Source: an optimization exercise on an open RTL-to-GDS flow (aim: small area). Production flows keep margins and buffers that such runs may drop.
The RTL was checked by simulation tests, not by an equivalence proof against the original design.
No activity file was given, so power comes from the tool's default toggle rates.

==> inputs of harbor <==
Design regfile_top, start of the top module:
module regfile_top (
  input  logic        clk,
  input  logic        rst_n,
  input  logic [9:0]  rd_idx,
  output logic [63:0] rd_data,
  output logic [1:0]  rd_busy,
  input  logic [1:0]  wr_en,
  input  logic [9:0]  wr_idx,
  input  logic [63:0] wr_data,
  input  logic        alloc_en,
  input  logic [4:0]  alloc_idx,
  input  logic        flush,
  output logic [5:0]  busy_cnt
);
==> module regfile_top, before the edit <==
module regfile_top (
  input  logic        clk,
  input  logic        rst_n,
  input  logic [9:0]  rd_idx,
  output logic [63:0] rd_data,
  output logic [1:0]  rd_busy,
  input  logic [1:0]  wr_en,
  input  logic [9:0]  wr_idx,
  input  logic [63:0] wr_data,
  input  logic        alloc_en,
  input  logic [4:0]  alloc_idx,
  input  logic        flush,
  output logic [5:0]  busy_cnt
);
  logic [31:0] wd0, wd1;
  logic [4:0]  wi0, wi1;
  assign wd0 = wr_data[31:0];
  assign wd1 = wr_data[63:32];
  assign wi0 = wr_idx[4:0];
  assign wi1 = wr_idx[9:5];
  logic [31:1] h0, h1, w0, hold, al;
  logic [31:1] vld, busy, busy_nxt;
  logic [31:1][31:0] rf;
  for (genvar i = 1; i < 32; i++) begin : g_reg
    assign h0[i]   = wr_en[0] && wi0 == 5'(i);
    assign h1[i]   = wr_en[1] && wi1 == 5'(i);
    assign w0[i]   = h0[i] && !h1[i];
    assign hold[i] = !(h0[i] || h1[i]);
    assign al[i]   = alloc_en && alloc_idx == 5'(i);
    always_ff @(posedge clk)
      rf[i] <= ({32{h1[i]}} & wd1) | ({32{w0[i]}} & wd0) | ({32{hold[i]}} & rf[i]);
    always_ff @(posedge clk or negedge rst_n)
      if (!rst_n) vld[i] <= 1'b0;
      else if (!hold[i]) vld[i] <= 1'b1;
    assign busy_nxt[i] = !flush && ((busy[i] && hold[i]) || al[i]);
  end
  logic [4:0] cnt_nxt, cnt;
  always_comb begin
    cnt_nxt = '0;
    for (int i = 1; i < 32; i++) cnt_nxt = cnt_nxt + 5'(busy_nxt[i]);
  end
  assign busy_cnt = {1'b0, cnt};
  always_ff @(posedge clk or negedge rst_n)
    if (!rst_n) begin
      busy <= '0;
      cnt <= '0;
    end else begin
      busy <= busy_nxt;
      cnt <= cnt_nxt;
    end
  for (genvar r = 0; r < 2; r++) begin : g_rd
    logic [4:0] idx;
    logic z, b0, b1, byp, same_alloc;
    logic [31:1] sd, sb;
    logic [31:0] acc;
    logic bacc;
    assign idx = rd_idx[5*r +: 5];
    assign z = idx == 5'd0;
    assign b1 = rst_n && !z && wr_en[1] && wi1 == idx;
    assign b0 = rst_n && !z && wr_en[0] && wi0 == idx && !b1;
    assign byp = b0 || b1;
    assign same_alloc = alloc_en && alloc_idx == idx;
    always_comb begin
      acc = ({32{b1}} & wd1) | ({32{b0}} & wd0);
      bacc = 1'b0;
      for (int i = 1; i < 32; i++) begin
        sd[i] = idx == 5'(i) && vld[i] && !byp;
        sb[i] = idx == 5'(i) && !(byp && !same_alloc);
        acc = acc | ({32{sd[i]}} & rf[i]);
        bacc = bacc | (sb[i] && busy[i]);
      end
    end
    assign rd_data[32*r +: 32] = acc;
    assign rd_busy[r] = bacc;
  end
endmodule
clock: 8.0 ns
lec_check: 0
cap_margin: 20
cell_pad_in_sites_detail_placement: 1
cell_pad_in_sites_global_placement: 2
core_margin: 2
core_utilization: 32
gpl_timing_driven: 0
place_density: 0.4
slew_margin: 20
standard.sh (not shown) runs the stock make flow with config.mk's settings and CLKGATE_MAP_FILE= SYNTH_SCRIPT=/design/flow/synth_recipe.tcl, a recipe that flattens the netlist after the stock synthesis.
==> flow/flow/run.sh <==
#!/bin/bash
# Standard synthesis, then the combinational logic between its registers is
# replaced by a hand-mapped netlist (gen.py) with the same registers, then the
# standard layout flow from that netlist.
set -euo pipefail
R=orfs/results/${FLOW_PLATFORM}/regfile_top/base
bash standard.sh synth > synth.log 2>&1
cp $R/1_2_yosys.v std_1_2_yosys.v
python3 flow/gen.py std_1_2_yosys.v gen_1_2_yosys.v > gen.log 2>&1
sleep 1
cp gen_1_2_yosys.v $R/1_2_yosys.v
touch $R/1_2_yosys.v
rm -f $R/1_synth.odb $R/1_synth.sdc
bash standard.sh finish \
  "BUFFER_PORTS_ARGS=-buffer_cell sky130_fd_sc_hd__buf_1" \
  "CTS_ARGS=-sink_clustering_enable -repair_clock_nets -buf_list {sky130_fd_sc_hd__clkbuf_4 sky130_fd_sc_hd__clkbuf_8} -root_buf sky130_fd_sc_hd__clkbuf_16 -sink_clustering_size 20 -sink_clustering_max_diameter 60 -dont_use_dummy_load" \
  > layout.log 2>&1
Other scripts of this flow, unchanged in this note and not shown: flow/flow/gen.py
==> inputs of garnet, as changes to harbor <==
--- a/flow/design.v
+++ b/flow/design.v
@@ -131,6 +131,60 @@
   logic [4:0] cnt_nxt, cnt;
-  always_comb begin
-    cnt_nxt = '0;
-    for (int i = 1; i < 32; i++) cnt_nxt = cnt_nxt + 5'(busy_nxt[i]);
-  end
+  logic [25:0] pc_s, pc_c;
+  assign pc_s[0] = busy_nxt[1] ^ busy_nxt[2] ^ busy_nxt[3];
+  assign pc_c[0] = (busy_nxt[1] & busy_nxt[2]) | (busy_nxt[1] & busy_nxt[3]) | (busy_nxt[2] & busy_nxt[3]);
+  assign pc_s[1] = busy_nxt[4] ^ busy_nxt[5] ^ busy_nxt[6];
+  assign pc_c[1] = (busy_nxt[4] & busy_nxt[5]) | (busy_nxt[4] & busy_nxt[6]) | (busy_nxt[5] & busy_nxt[6]);
+  assign pc_s[2] = busy_nxt[7] ^ busy_nxt[8] ^ busy_nxt[9];
+  assign pc_c[2] = (busy_nxt[7] & busy_nxt[8]) | (busy_nxt[7] & busy_nxt[9]) | (busy_nxt[8] & busy_nxt[9]);
+  assign pc_s[3] = busy_nxt[10] ^ busy_nxt[11] ^ busy_nxt[12];
+  assign pc_c[3] = (busy_nxt[10] & busy_nxt[11]) | (busy_nxt[10] & busy_nxt[12]) | (busy_nxt[11] & busy_nxt[12]);
+  assign pc_s[4] = busy_nxt[13] ^ busy_nxt[14] ^ busy_nxt[15];
+  assign pc_c[4] = (busy_nxt[13] & busy_nxt[14]) | (busy_nxt[13] & busy_nxt[15]) | (busy_nxt[14] & busy_nxt[15]);
+  assign pc_s[5] = busy_nxt[16] ^ busy_nxt[17] ^ busy_nxt[18];
+  assign pc_c[5] = (busy_nxt[16] & busy_nxt[17]) | (busy_nxt[16] & busy_nxt[18]) | (busy_nxt[17] & busy_nxt[18]);
+  assign pc_s[6] = busy_nxt[19] ^ busy_nxt[20] ^ busy_nxt[21];
+  assign pc_c[6] = (busy_nxt[19] & busy_nxt[20]) | (busy_nxt[19] & busy_nxt[21]) | (busy_nxt[20] & busy_nxt[21]);
+  assign pc_s[7] = busy_nxt[22] ^ busy_nxt[23] ^ busy_nxt[24];
+  assign pc_c[7] = (busy_nxt[22] & busy_nxt[23]) | (busy_nxt[22] & busy_nxt[24]) | (busy_nxt[23] & busy_nxt[24]);
+  assign pc_s[8] = busy_nxt[25] ^ busy_nxt[26] ^ busy_nxt[27];
+  assign pc_c[8] = (busy_nxt[25] & busy_nxt[26]) | (busy_nxt[25] & busy_nxt[27]) | (busy_nxt[26] & busy_nxt[27]);
+  assign pc_s[9] = busy_nxt[28] ^ busy_nxt[29] ^ busy_nxt[30];
+  assign pc_c[9] = (busy_nxt[28] & busy_nxt[29]) | (busy_nxt[28] & busy_nxt[30]) | (busy_nxt[29] & busy_nxt[30]);
+  assign pc_s[10] = busy_nxt[31] ^ pc_s[0] ^ pc_s[1];
+  assign pc_c[10] = (busy_nxt[31] & pc_s[0]) | (busy_nxt[31] & pc_s[1]) | (pc_s[0] & pc_s[1]);
+  assign pc_s[11] = pc_s[2] ^ pc_s[3] ^ pc_s[4];
+  assign pc_c[11] = (pc_s[2] & pc_s[3]) | (pc_s[2] & pc_s[4]) | (pc_s[3] & pc_s[4]);
+  assign pc_s[12] = pc_s[5] ^ pc_s[6] ^ pc_s[7];
+  assign pc_c[12] = (pc_s[5] & pc_s[6]) | (pc_s[5] & pc_s[7]) | (pc_s[6] & pc_s[7]);
+  assign pc_s[13] = pc_s[8] ^ pc_s[9] ^ pc_s[10];
+  assign pc_c[13] = (pc_s[8] & pc_s[9]) | (pc_s[8] & pc_s[10]) | (pc_s[9] & pc_s[10]);
+  assign pc_s[14] = pc_s[11] ^ pc_s[12] ^ pc_s[13];
+  assign pc_c[14] = (pc_s[11] & pc_s[12]) | (pc_s[11] & pc_s[13]) | (pc_s[12] & pc_s[13]);
+  assign pc_s[15] = pc_c[0] ^ pc_c[1] ^ pc_c[2];
+  assign pc_c[15] = (pc_c[0] & pc_c[1]) | (pc_c[0] & pc_c[2]) | (pc_c[1] & pc_c[2]);
+  assign pc_s[16] = pc_c[3] ^ pc_c[4] ^ pc_c[5];
+  assign pc_c[16] = (pc_c[3] & pc_c[4]) | (pc_c[3] & pc_c[5]) | (pc_c[4] & pc_c[5]);
+  assign pc_s[17] = pc_c[6] ^ pc_c[7] ^ pc_c[8];
+  assign pc_c[17] = (pc_c[6] & pc_c[7]) | (pc_c[6] & pc_c[8]) | (pc_c[7] & pc_c[8]);
+  assign pc_s[18] = pc_c[9] ^ pc_c[10] ^ pc_c[11];
+  assign pc_c[18] = (pc_c[9] & pc_c[10]) | (pc_c[9] & pc_c[11]) | (pc_c[10] & pc_c[11]);
+  assign pc_s[19] = pc_c[12] ^ pc_c[13] ^ pc_c[14];
+  assign pc_c[19] = (pc_c[12] & pc_c[13]) | (pc_c[12] & pc_c[14]) | (pc_c[13] & pc_c[14]);
+  assign pc_s[20] = pc_s[15] ^ pc_s[16] ^ pc_s[17];
+  assign pc_c[20] = (pc_s[15] & pc_s[16]) | (pc_s[15] & pc_s[17]) | (pc_s[16] & pc_s[17]);
+  assign pc_s[21] = pc_s[18] ^ pc_s[19] ^ pc_s[20];
+  assign pc_c[21] = (pc_s[18] & pc_s[19]) | (pc_s[18] & pc_s[20]) | (pc_s[19] & pc_s[20]);
+  assign pc_s[22] = pc_c[15] ^ pc_c[16] ^ pc_c[17];
+  assign pc_c[22] = (pc_c[15] & pc_c[16]) | (pc_c[15] & pc_c[17]) | (pc_c[16] & pc_c[17]);
+  assign pc_s[23] = pc_c[18] ^ pc_c[19] ^ pc_c[20];
+  assign pc_c[23] = (pc_c[18] & pc_c[19]) | (pc_c[18] & pc_c[20]) | (pc_c[19] & pc_c[20]);
+  assign pc_s[24] = pc_c[21] ^ pc_s[22] ^ pc_s[23];
+  assign pc_c[24] = (pc_c[21] & pc_s[22]) | (pc_c[21] & pc_s[23]) | (pc_s[22] & pc_s[23]);
+  assign pc_s[25] = pc_c[22] ^ pc_c[23] ^ pc_c[24];
+  assign pc_c[25] = (pc_c[22] & pc_c[23]) | (pc_c[22] & pc_c[24]) | (pc_c[23] & pc_c[24]);
+  assign cnt_nxt[0] = pc_s[14];
+  assign cnt_nxt[1] = pc_s[21];
+  assign cnt_nxt[2] = pc_s[24];
+  assign cnt_nxt[3] = pc_s[25];
+  assign cnt_nxt[4] = pc_c[25];
   assign busy_cnt = {1'b0, cnt};
--- a/flow/flow/run.sh
+++ b/flow/flow/run.sh
@@ -15,3 +15,3 @@
   "BUFFER_PORTS_ARGS=-buffer_cell sky130_fd_sc_hd__buf_1" \
-  "CTS_ARGS=-sink_clustering_enable -repair_clock_nets -buf_list {sky130_fd_sc_hd__clkbuf_4 sky130_fd_sc_hd__clkbuf_8} -root_buf sky130_fd_sc_hd__clkbuf_16 -sink_clustering_size 20 -sink_clustering_max_diameter 60 -dont_use_dummy_load" \
+  "CTS_ARGS=-sink_clustering_enable -repair_clock_nets -buf_list {sky130_fd_sc_hd__clkbuf_4 sky130_fd_sc_hd__clkbuf_8} -root_buf sky130_fd_sc_hd__clkbuf_16 -sink_clustering_size 14 -sink_clustering_max_diameter 90 -dont_use_dummy_load" \
   > layout.log 2>&1
==> inputs of amber, as changes to harbor <==
--- a/flow/design.v
+++ b/flow/design.v
@@ -131,6 +131,60 @@
   logic [4:0] cnt_nxt, cnt;
-  always_comb begin
-    cnt_nxt = '0;
-    for (int i = 1; i < 32; i++) cnt_nxt = cnt_nxt + 5'(busy_nxt[i]);
-  end
+  logic [25:0] pc_s, pc_c;
+  assign pc_s[0] = busy_nxt[1] ^ busy_nxt[2] ^ busy_nxt[3];
+  assign pc_c[0] = (busy_nxt[1] & busy_nxt[2]) | (busy_nxt[1] & busy_nxt[3]) | (busy_nxt[2] & busy_nxt[3]);
+  assign pc_s[1] = busy_nxt[4] ^ busy_nxt[5] ^ busy_nxt[6];
+  assign pc_c[1] = (busy_nxt[4] & busy_nxt[5]) | (busy_nxt[4] & busy_nxt[6]) | (busy_nxt[5] & busy_nxt[6]);
+  assign pc_s[2] = busy_nxt[7] ^ busy_nxt[8] ^ busy_nxt[9];
+  assign pc_c[2] = (busy_nxt[7] & busy_nxt[8]) | (busy_nxt[7] & busy_nxt[9]) | (busy_nxt[8] & busy_nxt[9]);
+  assign pc_s[3] = busy_nxt[10] ^ busy_nxt[11] ^ busy_nxt[12];
+  assign pc_c[3] = (busy_nxt[10] & busy_nxt[11]) | (busy_nxt[10] & busy_nxt[12]) | (busy_nxt[11] & busy_nxt[12]);
+  assign pc_s[4] = busy_nxt[13] ^ busy_nxt[14] ^ busy_nxt[15];
+  assign pc_c[4] = (busy_nxt[13] & busy_nxt[14]) | (busy_nxt[13] & busy_nxt[15]) | (busy_nxt[14] & busy_nxt[15]);
+  assign pc_s[5] = busy_nxt[16] ^ busy_nxt[17] ^ busy_nxt[18];
+  assign pc_c[5] = (busy_nxt[16] & busy_nxt[17]) | (busy_nxt[16] & busy_nxt[18]) | (busy_nxt[17] & busy_nxt[18]);
+  assign pc_s[6] = busy_nxt[19] ^ busy_nxt[20] ^ busy_nxt[21];
+  assign pc_c[6] = (busy_nxt[19] & busy_nxt[20]) | (busy_nxt[19] & busy_nxt[21]) | (busy_nxt[20] & busy_nxt[21]);
+  assign pc_s[7] = busy_nxt[22] ^ busy_nxt[23] ^ busy_nxt[24];
+  assign pc_c[7] = (busy_nxt[22] & busy_nxt[23]) | (busy_nxt[22] & busy_nxt[24]) | (busy_nxt[23] & busy_nxt[24]);
+  assign pc_s[8] = busy_nxt[25] ^ busy_nxt[26] ^ busy_nxt[27];
+  assign pc_c[8] = (busy_nxt[25] & busy_nxt[26]) | (busy_nxt[25] & busy_nxt[27]) | (busy_nxt[26] & busy_nxt[27]);
+  assign pc_s[9] = busy_nxt[28] ^ busy_nxt[29] ^ busy_nxt[30];
+  assign pc_c[9] = (busy_nxt[28] & busy_nxt[29]) | (busy_nxt[28] & busy_nxt[30]) | (busy_nxt[29] & busy_nxt[30]);
+  assign pc_s[10] = busy_nxt[31] ^ pc_s[0] ^ pc_s[1];
+  assign pc_c[10] = (busy_nxt[31] & pc_s[0]) | (busy_nxt[31] & pc_s[1]) | (pc_s[0] & pc_s[1]);
+  assign pc_s[11] = pc_s[2] ^ pc_s[3] ^ pc_s[4];
+  assign pc_c[11] = (pc_s[2] & pc_s[3]) | (pc_s[2] & pc_s[4]) | (pc_s[3] & pc_s[4]);
+  assign pc_s[12] = pc_s[5] ^ pc_s[6] ^ pc_s[7];
+  assign pc_c[12] = (pc_s[5] & pc_s[6]) | (pc_s[5] & pc_s[7]) | (pc_s[6] & pc_s[7]);
+  assign pc_s[13] = pc_s[8] ^ pc_s[9] ^ pc_s[10];
+  assign pc_c[13] = (pc_s[8] & pc_s[9]) | (pc_s[8] & pc_s[10]) | (pc_s[9] & pc_s[10]);
+  assign pc_s[14] = pc_s[11] ^ pc_s[12] ^ pc_s[13];
+  assign pc_c[14] = (pc_s[11] & pc_s[12]) | (pc_s[11] & pc_s[13]) | (pc_s[12] & pc_s[13]);
+  assign pc_s[15] = pc_c[0] ^ pc_c[1] ^ pc_c[2];
+  assign pc_c[15] = (pc_c[0] & pc_c[1]) | (pc_c[0] & pc_c[2]) | (pc_c[1] & pc_c[2]);
+  assign pc_s[16] = pc_c[3] ^ pc_c[4] ^ pc_c[5];
+  assign pc_c[16] = (pc_c[3] & pc_c[4]) | (pc_c[3] & pc_c[5]) | (pc_c[4] & pc_c[5]);
+  assign pc_s[17] = pc_c[6] ^ pc_c[7] ^ pc_c[8];
+  assign pc_c[17] = (pc_c[6] & pc_c[7]) | (pc_c[6] & pc_c[8]) | (pc_c[7] & pc_c[8]);
+  assign pc_s[18] = pc_c[9] ^ pc_c[10] ^ pc_c[11];
+  assign pc_c[18] = (pc_c[9] & pc_c[10]) | (pc_c[9] & pc_c[11]) | (pc_c[10] & pc_c[11]);
+  assign pc_s[19] = pc_c[12] ^ pc_c[13] ^ pc_c[14];
+  assign pc_c[19] = (pc_c[12] & pc_c[13]) | (pc_c[12] & pc_c[14]) | (pc_c[13] & pc_c[14]);
+  assign pc_s[20] = pc_s[15] ^ pc_s[16] ^ pc_s[17];
+  assign pc_c[20] = (pc_s[15] & pc_s[16]) | (pc_s[15] & pc_s[17]) | (pc_s[16] & pc_s[17]);
+  assign pc_s[21] = pc_s[18] ^ pc_s[19] ^ pc_s[20];
+  assign pc_c[21] = (pc_s[18] & pc_s[19]) | (pc_s[18] & pc_s[20]) | (pc_s[19] & pc_s[20]);
+  assign pc_s[22] = pc_c[15] ^ pc_c[16] ^ pc_c[17];
+  assign pc_c[22] = (pc_c[15] & pc_c[16]) | (pc_c[15] & pc_c[17]) | (pc_c[16] & pc_c[17]);
+  assign pc_s[23] = pc_c[18] ^ pc_c[19] ^ pc_c[20];
+  assign pc_c[23] = (pc_c[18] & pc_c[19]) | (pc_c[18] & pc_c[20]) | (pc_c[19] & pc_c[20]);
+  assign pc_s[24] = pc_c[21] ^ pc_s[22] ^ pc_s[23];
+  assign pc_c[24] = (pc_c[21] & pc_s[22]) | (pc_c[21] & pc_s[23]) | (pc_s[22] & pc_s[23]);
+  assign pc_s[25] = pc_c[22] ^ pc_c[23] ^ pc_c[24];
+  assign pc_c[25] = (pc_c[22] & pc_c[23]) | (pc_c[22] & pc_c[24]) | (pc_c[23] & pc_c[24]);
+  assign cnt_nxt[0] = pc_s[14];
+  assign cnt_nxt[1] = pc_s[21];
+  assign cnt_nxt[2] = pc_s[24];
+  assign cnt_nxt[3] = pc_s[25];
+  assign cnt_nxt[4] = pc_c[25];
   assign busy_cnt = {1'b0, cnt};
GPL_TIMING_DRIVEN = unset   (was 0)
==> qor summary <==
metric	harbor	amber	garnet
Run status	timing/DRC/antenna clean	timing/DRC/antenna clean	timing/DRC/antenna clean
Worst clock skew	0.0240 ns	0.0542 ns	0.0166 ns
Global-route usage over all layers	41.4%	41.3%	41.3%
Arrival time at the worst endpoint	8.40 ns	5.62 ns	8.43 ns
Worst hold endpoint	vld[2]	rf[298]	rf[982]
Mean number of vias per cell	7.72	7.75	7.78
Critical-path cell with the highest stage delay	sky130_fd_sc_hd__and2_4	sky130_fd_sc_hd__nor2_1	sky130_fd_sc_hd__and2_4
Routed length per placed instance	47.5 um	46.7 um	47.7 um
Final Power	13,900 uW	14,000 uW	13,400 uW
Slew of the pin with the lowest slew margin	1.13 ns	1.18 ns	1.12 ns
Final HPWL from detailed placement	172,000 um	183,000 um	172,000 um
Vias in the first global route	52,742	53,401	52,223
Met1 usage	52.6%	53.5%	52.8%
Met3 WL	38,100 um	36,700 um	37,300 um
Clock buf/inv share	3.52%	3.43%	2.47%
Clk pwr share	26.2%	25.7%	23.3%
Proportion of power drawn by combinational gates	19.0%	19.0%	19.7%
Fraction of area in multi-input gates	48.4%	47.9%	49.0%
Total number of vias	53,316	54,196	53,311

-- afterwards: timing with drivers on the ports --
Ports are ideal in the flow. The routed layouts listed here were re-timed in OpenROAD.
Step 1 sets driving cells, clkbuf_16 on the clock port and buf_2 on the other inputs (assumed; they add their load-dependent delay and slew).
Step 2 adds t to the input delays and takes it off the output delays; t is the mean of the earliest and latest rising clock arrival at the registers after step 1. Input paths then give back, and output paths get back, about the clock's delay inside the block.
Three values: ideal, step 1, step 2; two values: the first two.
| run | t (ns) | slack for setup (ns) | hold WS [ns] | worst setup path at the end |
|---|---|---|---|---|
| harbor | 0.806 | 0.187 / 0.251 / -0.555 | 0.495 / 0.495 / 0.495 | input to register |
| garnet | 0.778 | 0.138 / 0.203 / -0.574 | 0.503 / 0.503 / 0.503 | input to register |
| amber | 0.814 | 0.778 / 0.755 / 0.755 | 0.497 / 0.497 / 0.497 | input to output |
Met with ideal ports but missed after step 2: setup timing in harbor and garnet. The setup slack of harbor, which loses most, moves by +0.064 ns with the drivers and by -0.742 ns with both steps.
